What follows belongs to an exercise in optimizing a design on an open flow for small area and few clock cycles per item; a production flow would make more cautious choices.
Only simulation tests tie the RTL to the original design; equivalence was not proved.
Power and IR drop assume default switching activity.

==> flow/design.v <==
package swhsr_pkg;
    typedef enum logic [2:0] {
        PH_IDLE      = 3'd0,
        PH_LOW       = 3'd1,
        PH_HIGH      = 3'd2,
        PH_RESP_LOW  = 3'd3,
        PH_RESP_HIGH = 3'd4,
        PH_DATA_LOW  = 3'd5,
        PH_BIT_RISE  = 3'd6,
        PH_BIT_HIGH  = 3'd7
    } phase_t;
    localparam logic [7:0] CFG_START_LOW    = 8'd0;
    localparam logic [7:0] CFG_RELEASE_HIGH = 8'd1;
    localparam logic [7:0] CFG_RESPONSE     = 8'd2;
    localparam logic [7:0] CFG_BIT_TIMEOUT  = 8'd3;
    localparam logic [7:0] CFG_THRESHOLD    = 8'd4;
    localparam logic [15:0] START_LOW_RESET    = 16'd18000;
    localparam logic [7:0]  RELEASE_HIGH_RESET = 8'd20;
    localparam logic [7:0]  RESPONSE_RESET     = 8'd100;
    localparam logic [7:0]  BIT_TIMEOUT_RESET  = 8'd120;
    localparam logic [7:0]  THRESHOLD_RESET    = 8'd50;
    localparam logic [5:0]  FRAME_BIT_COUNT = 6'd40;
endpackage
import swhsr_pkg::*;
module single_wire_humidity_sensor_reader_top
(
    input  logic        clk,
    input  logic        rst_n,
    input  logic        in_valid,
    output logic        in_ready,
    input  logic        cmd,
    input  logic        line_level,
    input  logic        cfg_valid,
    output logic        cfg_ready,
    input  logic [7:0]  cfg_index,
    input  logic [15:0] cfg_data,
    output logic        out_valid,
    input  logic        out_ready,
    output logic        drive_enable,
    output logic        drive_level,
    output logic        busy_res,
    output logic        done_res,
    output logic [1:0]  status,
    output logic [12:0] humidity_pct,
    output logic signed [12:0] temperature_c
);
    function automatic logic cmp_f;
        input logic [15:0] a;
        input logic [15:0] b_n;
        input logic        cin;
        integer i;
        begin
            cmp_f = cin;
            for (i = 0; i < 16; i = i + 1)
                cmp_f = (a[i] & b_n[i]) | ((a[i] | b_n[i]) & cmp_f);
        end
    endfunction
    logic [15:0] start_low_n;
    logic [7:0]  release_high_n;
    logic [7:0]  response_n;
    logic [7:0]  bit_timeout_n;
    logic [7:0]  threshold_n;
    logic        cfg_init;
    logic [2:0]  phase_reg;    
    logic [2:0]  phase_next;
    logic        adv;
    logic        tick;
    logic [7:0]  cnt_lo_reg, cnt_lo_next;
    logic [7:0]  cnt_hi_reg, cnt_hi_next;   
    logic [5:0]  bit_idx_reg;
    logic        out_valid_reg;
    logic [12:0] hq_reg;      
    logic [11:0] tq_reg;      
    logic        sign_reg;    
    logic [3:0]  rem_reg;     
    logic        in_accept;
    logic        start;
    logic [7:0]  inc_lo, inc_hi;
    logic        inc_c, inc_c8;
    logic [8:0]  inc9;
    logic        lim16, lim8, gt_bt;
    logic        bit_value;
    logic        bit_ev;
    logic        last_bit;
    logic [5:0]  idx_inc;
    logic        idx_c;
    logic [3:0]  rem_in;
    logic [4:0]  div_t;
    logic        div_q;
    logic [3:0]  rem_new;
    logic [2:0]  bpos;
    logic [7:0]  acc_sum;
    logic        acc_c;
    logic        ended;
    logic        ef;
    logic        sum_ok;
    logic        ok;
    logic        neg_f;
    logic [12:0] tmag;
    assign cfg_ready = 1'b1;
    always_ff @(posedge clk or negedge rst_n)
    begin
        if (!rst_n)
        begin
            cfg_init <= 1'b1;
        end
        else
        begin
            cfg_init <= 1'b0;
        end
    end
    always_ff @(posedge clk)
    begin
        if (cfg_init)
        begin
            start_low_n    <= ~START_LOW_RESET;
            release_high_n <= ~RELEASE_HIGH_RESET;
            response_n     <= ~RESPONSE_RESET;
            bit_timeout_n  <= ~BIT_TIMEOUT_RESET;
            threshold_n    <= ~THRESHOLD_RESET;
        end
        else if (cfg_valid)
        begin
            unique case (cfg_index)
                CFG_START_LOW:    start_low_n    <= ~cfg_data;
                CFG_RELEASE_HIGH: release_high_n <= ~cfg_data[7:0];
                CFG_RESPONSE:     response_n     <= ~cfg_data[7:0];
                CFG_BIT_TIMEOUT:  bit_timeout_n  <= ~cfg_data[7:0];
                CFG_THRESHOLD:    threshold_n    <= ~cfg_data[7:0];
                default:          ;
            endcase
        end
    end
    assign in_ready  = !out_valid_reg || out_ready;
    assign in_accept = in_valid && in_ready;
    assign start     = cmd && (phase_reg == PH_IDLE);
    always_comb
    begin
        inc_c = 1'b1;
        for (int i = 0; i < 8; i++)
        begin
            inc_lo[i] = cnt_lo_reg[i] ^ inc_c;
            inc_c     = cnt_lo_reg[i] & inc_c;
        end
        inc_c8 = inc_c;
        for (int i = 0; i < 8; i++)
        begin
            inc_hi[i] = cnt_hi_reg[i] ^ inc_c;
            inc_c     = cnt_hi_reg[i] & inc_c;
        end
    end
    assign inc9      = {inc_c8, inc_lo};
    assign lim16     = &{cnt_hi_reg, cnt_lo_reg[7:1]};
    assign lim8      = &cnt_lo_reg[7:1];
    assign gt_bt     = cmp_f({8'd0, cnt_lo_reg}, {8'hff, bit_timeout_n}, 1'b1);
    assign bit_value = cmp_f({8'd0, cnt_lo_reg}, {8'hff, threshold_n}, 1'b0);
    always_comb
    begin
        unique case (phase_reg)
            PH_LOW:       adv = lim16;
            PH_HIGH:      adv = lim8;
            PH_RESP_LOW:  adv = !line_level || lim8;
            PH_RESP_HIGH: adv = line_level || lim8;
            PH_DATA_LOW:  adv = !line_level || lim8;
            PH_BIT_RISE:  adv = line_level || lim8;
            PH_BIT_HIGH:  adv = !line_level || gt_bt;
            default:      adv = 1'b0;
        endcase
    end
    assign tick   = !cmd && (phase_reg != PH_IDLE);
    assign bit_ev = tick && (phase_reg == PH_BIT_HIGH) && !line_level;
    always_comb
    begin
        phase_next = phase_reg;
        if (start)
        begin
            phase_next = PH_LOW;
        end
        else if (tick && adv)
        begin
            if (phase_reg == PH_BIT_HIGH)
            begin
                phase_next = (line_level || last_bit) ? PH_IDLE : PH_BIT_RISE;
            end
            else
            begin
                phase_next = phase_reg + 3'd1;
            end
        end
    end
    always_comb
    begin
        cnt_lo_next = cnt_lo_reg;
        cnt_hi_next = cnt_hi_reg;
        if (!cmd && phase_reg == PH_IDLE)
        begin
            cnt_lo_next = 8'd1;
        end
        if (tick)
        begin
            cnt_lo_next = inc_lo;
            if (adv)
            begin
                unique case (phase_reg)
                    PH_LOW:      cnt_lo_next = release_high_n;
                    PH_BIT_RISE: cnt_lo_next = {7'd0, line_level};
                    PH_BIT_HIGH: cnt_lo_next = (line_level || last_bit) ? 8'd0 : response_n;
                    default:     cnt_lo_next = response_n;
                endcase
            end
            if (phase_reg == PH_LOW)
            begin
                cnt_hi_next = adv ? 8'd0 : inc_hi;
            end
            else if (bit_ev)
            begin
                cnt_hi_next = acc_sum;
            end
        end
    end
    assign last_bit = bit_idx_reg[5] & bit_idx_reg[2] & bit_idx_reg[1] & bit_idx_reg[0];
    always_comb
    begin
        idx_c = 1'b1;
        for (int i = 0; i < 6; i++)
        begin
            idx_inc[i] = bit_idx_reg[i] ^ idx_c;
            idx_c      = bit_idx_reg[i] & idx_c;
        end
    end
    assign rem_in = rem_reg;
    assign div_t  = {rem_in, bit_value};
    always_comb
    begin
        unique case (div_t)
            5'd10:   {div_q, rem_new} = {1'b1, 4'd0};
            5'd11:   {div_q, rem_new} = {1'b1, 4'd1};
            5'd12:   {div_q, rem_new} = {1'b1, 4'd2};
            5'd13:   {div_q, rem_new} = {1'b1, 4'd3};
            5'd14:   {div_q, rem_new} = {1'b1, 4'd4};
            5'd15:   {div_q, rem_new} = {1'b1, 4'd5};
            5'd16:   {div_q, rem_new} = {1'b1, 4'd6};
            5'd17:   {div_q, rem_new} = {1'b1, 4'd7};
            5'd18:   {div_q, rem_new} = {1'b1, 4'd8};
            5'd19:   {div_q, rem_new} = {1'b1, 4'd9};
            default: {div_q, rem_new} = {1'b0, div_t[3:0]};
        endcase
    end
    assign bpos = bit_idx_reg[2:0];
    always_comb
    begin
        acc_c = 1'b0;
        for (int i = 0; i < 8; i++)
        begin
            acc_c      = acc_c | ((bit_value ^ bit_idx_reg[5]) && (bpos == 3'(7 - i)));
            acc_sum[i] = cnt_hi_reg[i] ^ acc_c;
            acc_c      = cnt_hi_reg[i] & acc_c;
        end
    end
    always_ff @(posedge clk or negedge rst_n)
    begin
        if (!rst_n)
        begin
            out_valid_reg <= 1'b0;
        end
        else
        begin
            out_valid_reg <= in_accept || (out_valid_reg && !out_ready);
        end
    end
    always_ff @(posedge clk)
    begin
        if (cfg_init)
        begin
            phase_reg <= PH_IDLE;
        end
        else if (in_accept)
        begin
            phase_reg <= phase_next;
        end
    end
    always_ff @(posedge clk)
    begin
        if (in_accept && start)
        begin
            cnt_lo_reg  <= start_low_n[7:0];
            cnt_hi_reg  <= start_low_n[15:8];
            bit_idx_reg <= '0;
            rem_reg     <= '0;
        end
        else if (in_accept)
        begin
            cnt_lo_reg <= cnt_lo_next;
            cnt_hi_reg <= cnt_hi_next;
            if (bit_ev)
            begin
                bit_idx_reg <= idx_inc;
                rem_reg     <= (bit_idx_reg == 6'd16) ? 4'd0 : rem_new;
            end
        end
    end
    always_ff @(posedge clk)
    begin
        if (in_accept)
        begin
            if (bit_ev)
            begin
                if (!bit_idx_reg[5])
                begin
                    if (!bit_idx_reg[4])
                    begin
                        hq_reg <= {hq_reg[11:0], div_q};
                    end
                    else if (bit_idx_reg[3:0] == 4'd0)
                    begin
                        sign_reg <= bit_value;
                    end
                    else
                    begin
                        tq_reg <= {tq_reg[10:0], div_q};
                    end
                end
            end
        end
    end
    assign ended  = (phase_reg == PH_IDLE) && !cnt_lo_reg[0];
    assign ef     = ended && bit_idx_reg[5] && bit_idx_reg[3];
    assign sum_ok = &cnt_hi_reg;
    assign ok     = ef && sum_ok;
    always_comb
    begin
        neg_f = 1'b0;
        for (int i = 0; i < 12; i++)
        begin
            tmag[i] = ok & (tq_reg[i] ^ neg_f);
            neg_f   = neg_f | (sign_reg & tq_reg[i]);
        end
        tmag[12] = ok & neg_f;
    end
    assign out_valid     = out_valid_reg;
    assign drive_enable  = (phase_reg == PH_LOW) || (phase_reg == PH_HIGH);
    assign drive_level   = (phase_reg == PH_HIGH);
    assign busy_res      = (phase_reg != PH_IDLE);
    assign done_res      = ended;
    assign status        = {ef && !sum_ok, ended && !ef};
    assign humidity_pct  = ok ? hq_reg : 13'd0;
    assign temperature_c = tmag;
endmodule
==> flow/config.mk <==
export PLATFORM = sky130hd
export DESIGN_NAME = single_wire_humidity_sensor_reader_top
export DESIGN_NICKNAME = single_wire_humidity_sensor_reader_top
export VERILOG_FILES = /design/flow/design.v
export SDC_FILE = /design/flow/constraint.sdc
export NUM_CORES = 4
export LEC_CHECK = 0
export CAP_MARGIN = 20
export CORE_MARGIN = 2
export CORE_UTILIZATION = 60
export CTS_BUF_LIST = sky130_fd_sc_hd__clkbuf_2 sky130_fd_sc_hd__clkbuf_4 sky130_fd_sc_hd__clkbuf_8
export SLEW_MARGIN = 20
==> flow/constraint.sdc <==
create_clock -name core_clock -period 8.0 [get_ports {clk}]
set_input_delay 1.6000 -clock core_clock [delete_from_list [all_inputs] [get_ports {clk}]]
set_output_delay 1.6000 -clock core_clock [all_outputs]
set_load 0.01 [all_outputs]
standard.sh (not shown) runs the stock make flow with config.mk's settings and CLKGATE_MAP_FILE= SYNTH_SCRIPT=/design/flow/synth_recipe.tcl, a recipe that flattens the netlist after the stock synthesis.
==> flow/flow/run.sh <==
#!/bin/bash
# The standard layout with three changes:
#  - synthesis maps the logic with an area-oriented ABC script and leaves
#    adders to ABC (no extract_fa); registers, their cells and names are
#    those of the standard synthesis;
#  - the port buffers are the smallest buffer cell;
#  - clock tree synthesis inserts no dummy loads.
set -euo pipefail
here=$(pwd)
# Synthesis script: synth_recipe.tcl, sourcing a copy of ORFS's synth.tcl
# whose abc call uses flow/abc_area.script.
sed "s|log_cmd abc {\*}\$abc_args|log_cmd abc {*}[lreplace \$abc_args 1 1 $here/flow/abc_area.script]|" \
    "$FLOW_HOME/scripts/synth.tcl" > "$here/area_synth_core.tcl"
grep -q "abc_area.script" "$here/area_synth_core.tcl"
sed "s|source \$::env(SCRIPTS_DIR)/synth.tcl|source $here/area_synth_core.tcl|" \
    "$here/synth_recipe.tcl" > "$here/area_synth.tcl"
grep -q "area_synth_core.tcl" "$here/area_synth.tcl"
bash standard.sh \
    "SYNTH_SCRIPT=$here/area_synth.tcl" \
    "ADDER_MAP_FILE=" \
    "BUFFER_PORTS_ARGS=-buffer_cell sky130_fd_sc_hd__buf_1" \
    "CTS_ARGS=-sink_clustering_enable -repair_clock_nets -dont_use_dummy_load -buf_list {sky130_fd_sc_hd__clkbuf_2 sky130_fd_sc_hd__clkbuf_4 sky130_fd_sc_hd__clkbuf_8}" \
    finish > standard_make.log 2>&1
==> flow/flow/abc_area.script <==
strash
dch -f
amap -F 4 -A 8
strash
dch -f
amap -F 4 -A 8
strash
dch -f
amap -F 4 -A 8
topo
stime -c
dnsize -c
Testbench counts at the start, summed over its fixed seeds: cycles 368,886, items 368,854.
Edit:
--- a/flow/design.v
+++ b/flow/design.v
@@ -73,14 +73,14 @@
     logic [11:0] tq_reg;      
     logic        sign_reg;    
     logic [3:0]  rem_reg;     
     logic        in_accept;
     logic        start;
-    logic [7:0]  inc_lo, inc_hi;
+    logic [7:0]  inc_lo;
     logic        inc_c, inc_c8;
     logic [8:0]  inc9;
-    logic        lim16, lim8, gt_bt;
+    logic        lim16, lim8, gt_bt, bh_cmp;
     logic        bit_value;
     logic        bit_ev;
     logic        last_bit;
     logic [5:0]  idx_inc;
     logic        idx_c;
@@ -141,21 +141,18 @@
         begin
             inc_lo[i] = cnt_lo_reg[i] ^ inc_c;
             inc_c     = cnt_lo_reg[i] & inc_c;
         end
         inc_c8 = inc_c;
-        for (int i = 0; i < 8; i++)
-        begin
-            inc_hi[i] = cnt_hi_reg[i] ^ inc_c;
-            inc_c     = cnt_hi_reg[i] & inc_c;
-        end
     end
     assign inc9      = {inc_c8, inc_lo};
     assign lim16     = &{cnt_hi_reg, cnt_lo_reg[7:1]};
     assign lim8      = &cnt_lo_reg[7:1];
-    assign gt_bt     = cmp_f({8'd0, cnt_lo_reg}, {8'hff, bit_timeout_n}, 1'b1);
-    assign bit_value = cmp_f({8'd0, cnt_lo_reg}, {8'hff, threshold_n}, 1'b0);
+    assign bh_cmp    = cmp_f({8'd0, cnt_lo_reg},
+                             {8'hff, line_level ? bit_timeout_n : threshold_n}, line_level);
+    assign gt_bt     = bh_cmp;
+    assign bit_value = bh_cmp;
     always_comb
     begin
         unique case (phase_reg)
             PH_LOW:       adv = lim16;
             PH_HIGH:      adv = lim8;
@@ -208,11 +205,11 @@
                     default:     cnt_lo_next = response_n;
                 endcase
             end
             if (phase_reg == PH_LOW)
             begin
-                cnt_hi_next = adv ? 8'd0 : inc_hi;
+                cnt_hi_next = adv ? 8'd0 : acc_sum;
             end
             else if (bit_ev)
             begin
                 cnt_hi_next = acc_sum;
             end
@@ -247,14 +244,15 @@
         endcase
     end
     assign bpos = bit_idx_reg[2:0];
     always_comb
     begin
-        acc_c = 1'b0;
+        acc_c = (phase_reg == PH_LOW) && inc_c8;
         for (int i = 0; i < 8; i++)
         begin
-            acc_c      = acc_c | ((bit_value ^ bit_idx_reg[5]) && (bpos == 3'(7 - i)));
+            acc_c      = acc_c | ((phase_reg == PH_BIT_HIGH) && (bit_value ^ bit_idx_reg[5])
+                                  && (bpos == 3'(7 - i)));
             acc_sum[i] = cnt_hi_reg[i] ^ acc_c;
             acc_c      = cnt_hi_reg[i] & acc_c;
         end
     end
     always_ff @(posedge clk or negedge rst_n)
Worst hold slack gets worse by 0.0051 ns.
Sequential share of layout area grows by 2.0 points.
First-iteration DRC count is lower by 1.4%.
Maximum frequency shrinks by 19%.
Die area decreases by 4.0%.
Routed wire length fell by 8.2%.
Setup slack gets worse by 1.2 ns.
Via count goes down by 6.3%.
Clock power went down by about 2%.
Final area came out lower by 4.1%.
Area after synthesis drops by 4.2%.
Non-clock buffer count decreases by 2.
Testbench counts after the change, summed over its fixed seeds: cycles 368,886, items 368,854.

==> re-timing with driven ports <==
The flow's constraints put no driver on any port. The routed layouts listed below were extracted and timed again, unchanged, in two steps.
Step 1 (the two cells are an assumption about what drives the block):
set clk [get_ports {clk}]
set_driving_cell -lib_cell sky130_fd_sc_hd__clkbuf_16 $clk
set_driving_cell -lib_cell sky130_fd_sc_hd__buf_2 [delete_from_list [all_inputs] $clk]
Step 2, shift: input delay + t, output delay - t, t = (earliest + latest rising clock arrival at the registers) / 2. This alone moves slack from input paths to output paths.
Three values: no drivers, after step 1, after step 2; two values: the first two.
| run | t, ns | setup WS [ns] | worst setup path at the end | latest minus earliest clock arrival (ns) | worst register clock-pin slew, ns |
|---|---|---|---|---|---|
| the first run | 0.377 | 2.784 / 2.751 / 3.127 | register to output | 0.027 / 0.027 | 0.10 / 0.10 |
| the second run | 0.388 | 1.537 / 1.534 / 1.146 | input to register | 0.028 / 0.028 | 0.10 / 0.10 |
After both steps setup and hold are still met in every run listed. For the second run, which loses most, drivers alone change the setup slack by -0.003 ns; drivers and shift together by -0.391 ns.
